Source: an optimization exercise on an open RTL-to-GDS flow (aim: small area). Production flows keep margins and buffers that such runs may drop. At most, simulation tests tie the RTL to the original design; equivalence was not proved. The flow treats the clock pin as an ideal source, which a real chip does not have.

==> run X <==
// ws2812_apb_chain
module ws2812_apb_chain #(
  parameter int NUM_LEDS     = 24,
  parameter int BIT_CYCLES   = 125,
  parameter int T0H_CYCLES   = 40,
  parameter int T1H_CYCLES   = 80,
  parameter int RESET_CYCLES = 6000
) (
  input  logic        PCLK,
  input  logic        PRESET,
  input  logic        PSEL,
  input  logic        PENABLE,
  input  logic        PWRITE,
  input  logic [31:0] PADDR,
  input  logic [31:0] PWDATA,
  output logic [31:0] PRDATA,
  output logic        PREADY,
  output logic        PSLVERR,
  output logic        LED,
  output logic        FRAME_DONE
);
==> module ws2812_apb_chain, before the edit <==
module ws2812_apb_chain #(
  parameter int NUM_LEDS     = 24,
  parameter int BIT_CYCLES   = 125,
  parameter int T0H_CYCLES   = 40,
  parameter int T1H_CYCLES   = 80,
  parameter int RESET_CYCLES = 6000
) (
  input  logic        PCLK,
  input  logic        PRESET,
  input  logic        PSEL,
  input  logic        PENABLE,
  input  logic        PWRITE,
  input  logic [31:0] PADDR,
  input  logic [31:0] PWDATA,
  output logic [31:0] PRDATA,
  output logic        PREADY,
  output logic        PSLVERR,
  output logic        LED,
  output logic        FRAME_DONE
);
  localparam int N  = NUM_LEDS;
  localparam int CW = $clog2(BIT_CYCLES);
  localparam logic [CW-1:0] CMAX = CW'(BIT_CYCLES - 1);
  localparam logic [CW-1:0] CPRE = CW'(BIT_CYCLES - 2);
  localparam logic [CW-1:0] T0H  = CW'(T0H_CYCLES);
  localparam logic [CW-1:0] T1H  = CW'(T1H_CYCLES);
  localparam int NR = N / 4;
  logic [23:0]  d_q [N];
  logic         v_q;
  logic [1:0]   rot_q;
  logic          busy_q, lat_q, pend_q;
  logic [4:0]    np_q;       
  logic [4:0]    bit_q;      
  logic [CW-1:0] cyc_q;
  logic [23:0]   s_q;        
  logic          auto_q, done_q, led_q, fd_q;
  logic [9:0]  w;
  logic        acc, wr, rd, setw;
  logic        hit_pix, hit_ctrl, hit_stat;
  logic        start, cend, cpre, bnd, pb, need, ldb, fe, evt, early, cap;
  logic [4:0]  idx, midx;
  logic        men;
  logic [1:0]  rslot, wslot;
  logic [N-1:0] we, wd, sel;
  logic         clr;
  logic [23:0] rdat;
  logic        unused_ok;
  assign w        = PADDR[11:2];
  assign acc      = PSEL & PENABLE;
  assign wr       = acc & PWRITE;
  assign rd       = acc & ~PWRITE;
  assign setw     = PSEL & ~PENABLE & PWRITE;
  assign hit_pix  = (w[9:5] == 5'd0) & (w[4:0] < 5'(N));
  assign hit_ctrl = w == 10'h3FE;
  assign hit_stat = w == 10'h3FF;
  assign unused_ok = ^{PADDR[31:12], PADDR[1:0], PWDATA[31:24]};
  always_ff @(posedge PCLK)
    rot_q <= rot_q + 2'd1;
  assign wslot = w[1:0] + rot_q + 2'd1;
  assign clr   = ~v_q & PSEL & PWRITE & hit_pix;
  always_comb
    for (int k = 0; k < N; k++) begin
      wd[k] = (k % 2 == 0) && PSEL && PWRITE && hit_pix &&
              w[4:2] == 3'(k / 4) && wslot == 2'(k % 4);
      we[k] = (k % 2 == 0) && (clr || wd[k]);
    end
  always_ff @(posedge PCLK)
    for (int k = 0; k < N; k++)
      if (k % 4 == 0)
        d_q[k] <= we[k] ? (wd[k] ? PWDATA[23:0] : 24'h000000) : ~d_q[k + 3];
      else if (k % 4 == 2)
        d_q[k] <= we[k] ? (wd[k] ? ~PWDATA[23:0] : 24'hFFFFFF) : ~d_q[k - 1];
      else
        d_q[k] <= d_q[k - 1];
  always_ff @(posedge PCLK or posedge PRESET) begin
    if (PRESET) v_q <= 1'b0;
    else if (wr && hit_pix) v_q <= 1'b1;
  end
  assign idx  = (busy_q & ~(lat_q & np_q[1])) ? np_q : 5'd0;
  assign midx = rd ? w[4:0] : idx;
  assign men  = v_q & (~rd | hit_pix);
  assign rslot = midx[1:0] + rot_q;
  always_comb
    for (int k = 0; k < N; k++)
      sel[k] = men && midx[4:2] == 3'(k / 4) && rslot == 2'(k % 4);
  always_comb begin
    rdat = '0;
    for (int k = 0; k < N; k++)
      rdat = rdat | ({24{sel[k]}} & ((k % 4 >= 2) ? ~d_q[k] : d_q[k]));
  end
  assign PREADY  = 1'b1;
  assign PSLVERR = acc & ~(hit_pix | hit_ctrl | hit_stat);
  assign PRDATA  = {8'h00, rdat[23:2],
                    rdat[1:0] | (hit_ctrl ? {auto_q, 1'b0} :
                                 hit_stat ? {done_q, busy_q} : 2'b00)};
  assign LED        = led_q;
  assign FRAME_DONE = fd_q;
  assign start = ~busy_q & wr & hit_ctrl & PWDATA[0];
  assign cend  = cyc_q == CMAX;
  assign cpre  = cyc_q == CPRE;
  assign bnd   = busy_q & cend & (bit_q == 5'd0);
  assign pb    = busy_q & cpre & (bit_q == 5'd0);
  assign need  = lat_q ? (np_q[1] & auto_q) : (np_q != 5'(N));
  assign ldb   = bnd & need;
  assign fe    = bnd & lat_q & np_q[1];               
  assign evt   = start | ldb | pend_q;
  assign early = pb & need & setw;
  assign cap   = early | (evt & ~rd & ~(ldb & wr));
  always_ff @(posedge PCLK) begin
    if (cap) s_q <= rdat;
    if (!busy_q || cend) cyc_q <= '0;
    else                 cyc_q <= cyc_q + CW'(1);
    if (!busy_q)         bit_q <= 5'd23;
    else if (cend)       bit_q <= (bit_q == 5'd0) ? 5'd23 : bit_q - 5'd1;
    if (evt && !rd)      np_q <= idx + 5'd1;
    else if (fe)         np_q <= 5'd0;
    else if (bnd && (lat_q || np_q == 5'(N))) np_q <= np_q + 5'd1;
    pend_q <= (ldb | pend_q) & rd;
    if (!busy_q || fe)   lat_q <= 1'b0;
    else if (bnd && np_q == 5'(N)) lat_q <= 1'b1;
  end
  always_ff @(posedge PCLK or posedge PRESET) begin
    if (PRESET) begin
      busy_q <= 1'b0;
      auto_q <= 1'b0;
      done_q <= 1'b0;
      led_q  <= 1'b0;
      fd_q   <= 1'b0;
    end else begin
      if (start)           busy_q <= 1'b1;
      else if (fe && !auto_q) busy_q <= 1'b0;
      if (wr && hit_ctrl)  auto_q <= PWDATA[1];
      if (fe)              done_q <= 1'b1;
      else if (wr && hit_stat && PWDATA[1]) done_q <= 1'b0;
      led_q <= busy_q & ~lat_q & (cyc_q < (s_q[bit_q] ? T1H : T0H));
      fd_q  <= fe;
    end
  end
endmodule
export LEC_CHECK = 0
export ABC_AREA = 1
export CAP_MARGIN = 0
export CELL_PAD_IN_SITES_DETAIL_PLACEMENT = 0
export CELL_PAD_IN_SITES_GLOBAL_PLACEMENT = 1
export CORE_MARGIN = 2
export CORE_UTILIZATION = 65
export PLACE_DENSITY = 0.75
export SLEW_MARGIN = 0
create_clock -name core_clock -period 10.0 [get_ports {PCLK}]
standard.sh (not shown) runs the stock make flow with config.mk's settings and CLKGATE_MAP_FILE= SYNTH_SCRIPT=/design/flow/synth_recipe.tcl, a recipe that flattens the netlist after the stock synthesis.
==> flow/flow/run.sh <==
#!/bin/bash
# Standard ORFS layout (the standard.sh) with:
#  - an area-oriented ABC mapping script (synthesis script itself unchanged),
#  - buf_1 port buffers,
#  - clock tree: clkbuf_16 leaves over clusters of up to 32 sinks, no dummy loads.
set -euo pipefail
here=$(pwd)
rm -rf "$here/scripts_mod"
cp -r "$FLOW_HOME/scripts" "$here/scripts_mod"
cp "$here/flow/abc_area.script" "$here/scripts_mod/abc_area.script"
cp "$here/flow/abc_area.script" "$here/scripts_mod/abc_speed.script"
bash standard.sh SCRIPTS_DIR="$here/scripts_mod" \
  BUFFER_PORTS_ARGS="-buffer_cell sky130_fd_sc_hd__buf_1" \
  CTS_ARGS="-sink_clustering_enable -repair_clock_nets -dont_use_dummy_load -sink_clustering_size 32 -sink_clustering_max_diameter 80 -buf_list sky130_fd_sc_hd__clkbuf_16" \
  finish > "$here/make_finish.log" 2>&1
==> flow/flow/abc_area.script <==
strash
&get -n
&st
&dch -f
&nf -R 1000
&put
strash
&get -n
&st
&dch -f
&nf -R 1000
&put
strash
&get -n
&st
&dch -f
&nf -R 1000
&put
topo
==> inputs of run F, as changes to run X <==
--- a/flow/design.v
+++ b/flow/design.v
@@ -26,6 +26,5 @@
   localparam logic [CW-1:0] T1H  = CW'(T1H_CYCLES);
-  localparam int NR = N / 4;
   logic [23:0]  d_q [N];
-  logic         v_q;
-  logic [1:0]   rot_q;
+  logic [N-1:0] v_q;
+  logic [4:0]   rot_q;
   logic          busy_q, lat_q, pend_q;
@@ -42,5 +41,5 @@
   logic        men;
-  logic [1:0]  rslot, wslot;
-  logic [N-1:0] we, wd, sel;
-  logic         clr;
+  logic [5:0]  rsum, wsum;
+  logic [4:0]  rpos, wpos;
+  logic [N-1:0] wp;
   logic [23:0] rdat;
@@ -57,22 +56,16 @@
   always_ff @(posedge PCLK)
-    rot_q <= rot_q + 2'd1;
-  assign wslot = w[1:0] + rot_q + 2'd1;
-  assign clr   = ~v_q & PSEL & PWRITE & hit_pix;
+    rot_q <= (rot_q >= 5'(N - 1)) ? 5'd0 : rot_q + 5'd1;
+  assign wsum = {1'b0, w[4:0]} + {1'b0, rot_q} + 6'd1;
+  assign wpos = (wsum >= 6'(N)) ? 5'(wsum - 6'(N)) : wsum[4:0];
   always_comb
-    for (int k = 0; k < N; k++) begin
-      wd[k] = (k % 2 == 0) && PSEL && PWRITE && hit_pix &&
-              w[4:2] == 3'(k / 4) && wslot == 2'(k % 4);
-      we[k] = (k % 2 == 0) && (clr || wd[k]);
-    end
+    for (int k = 0; k < N; k++)
+      wp[k] = (k % 2 == 0) && PSEL && PWRITE && hit_pix && wpos == 5'(k);
   always_ff @(posedge PCLK)
     for (int k = 0; k < N; k++)
-      if (k % 4 == 0)
-        d_q[k] <= we[k] ? (wd[k] ? PWDATA[23:0] : 24'h000000) : ~d_q[k + 3];
-      else if (k % 4 == 2)
-        d_q[k] <= we[k] ? (wd[k] ? ~PWDATA[23:0] : 24'hFFFFFF) : ~d_q[k - 1];
-      else
-        d_q[k] <= d_q[k - 1];
+      d_q[k] <= wp[k] ? PWDATA[23:0] : d_q[(k + N - 1) % N];
   always_ff @(posedge PCLK or posedge PRESET) begin
-    if (PRESET) v_q <= 1'b0;
-    else if (wr && hit_pix) v_q <= 1'b1;
+    if (PRESET) v_q <= '0;
+    else
+      for (int k = 0; k < N; k++)
+        v_q[k] <= wp[k] | v_q[(k + N - 1) % N];
   end
@@ -80,7 +73,5 @@
   assign midx = rd ? w[4:0] : idx;
-  assign men  = v_q & (~rd | hit_pix);
-  assign rslot = midx[1:0] + rot_q;
-  always_comb
-    for (int k = 0; k < N; k++)
-      sel[k] = men && midx[4:2] == 3'(k / 4) && rslot == 2'(k % 4);
+  assign men  = ~rd | hit_pix;
+  assign rsum = {1'b0, midx} + {1'b0, rot_q};
+  assign rpos = (rsum >= 6'(N)) ? 5'(rsum - 6'(N)) : rsum[4:0];
   always_comb begin
@@ -88,3 +79,3 @@
     for (int k = 0; k < N; k++)
-      rdat = rdat | ({24{sel[k]}} & ((k % 4 >= 2) ? ~d_q[k] : d_q[k]));
+      if (men && v_q[k] && rpos == 5'(k)) rdat = rdat | d_q[k];
   end
==> flow/run.sh (new file) <==
#!/bin/bash
# synth_recipe.tcl (not shown) runs the flow's synth.tcl, then flattens the netlist and writes it again
# the make line also repeats each setting of config.mk as NAME=value (left out here)
make -C /OpenROAD-flow-scripts/flow DESIGN_CONFIG=/design/flow/config.mk WORK_HOME=/design/flow/orfs CLKGATE_MAP_FILE= SYNTH_SCRIPT=/design/flow/synth_recipe.tcl finish
- ABC_AREA: 1 -> default
- CELL_PAD_IN_SITES_DETAIL_PLACEMENT: 0 -> default
- CELL_PAD_IN_SITES_GLOBAL_PLACEMENT: 1 -> default
- CORE_UTILIZATION: 65 -> 55
- PLACE_DENSITY: 0.75 -> 0.65
removed: flow/flow/run.sh
removed: flow/flow/abc_area.script
removed: flow/standard.sh
==> impl_metrics.json <==
{
  "outcome": "no timing/DRC/antenna violations",
  "synth.distinct_cells": 43,
  "critPathMostFrequentCell": "o221ai_1",
  "vias_per_cell": 6.64,
  "finalCriticalPeriod_ns": 9.39,
  "netlist_area_mm2": 0.0194,
  "multi_input_comb_cells": 964,
  "comb_power_uw": 129,
  "worstSkewPairLatency_ns": 0.56,
  "htreeDepth": 1
}
the above is filed under run X

==> impl_metrics.json <==
{
  "synth_top_family_by_area": "multiplexers",
  "finalCriticalPeriod_ns": 9.46,
  "comb_power_uw": 160,
  "multi_input_comb_cells": 1204,
  "htreeDepth": 3,
  "outcome": "no timing/DRC/antenna violations",
  "worstSkewPairLatency_ns": 0.59,
  "antenna_left": 0,
  "vias_per_cell": 6.58,
  "netlist_area_mm2": 0.0239,
  "synth.distinct_cells": 81
}
the above is filed under run F

No functional check of the RTL was part of run F.

## afterwards: timing with drivers on the ports
How much do the figures lean on ideal ports? The routed layouts below were timed once more, with nothing changed but the port constraints.
Step 1, drivers: a clkbuf_16 drives PCLK and a buf_2 each remaining input, both assumed.
Step 2 moves the port delays by t, midway between the first and last clock arrival at a register: inputs arrive t later, outputs are due t later. That takes back most of the time a late clock gives input paths.
Slacks: ideal / step 1 / step 2; pairs: ideal / step 1.
run	t (ns)	slack for setup (ns)	worst hold slack (ns)
run X	0.604	0.607 / 0.585 / 0.585	0.339 / 0.339 / 0.339
run F	0.628	0.538 / 0.506 / 0.506	0.338 / 0.338 / 0.338
After both steps every run listed still meets setup and hold. For run F, which loses most, drivers alone change the setup slack by -0.032 ns; drivers and shift together by -0.032 ns.
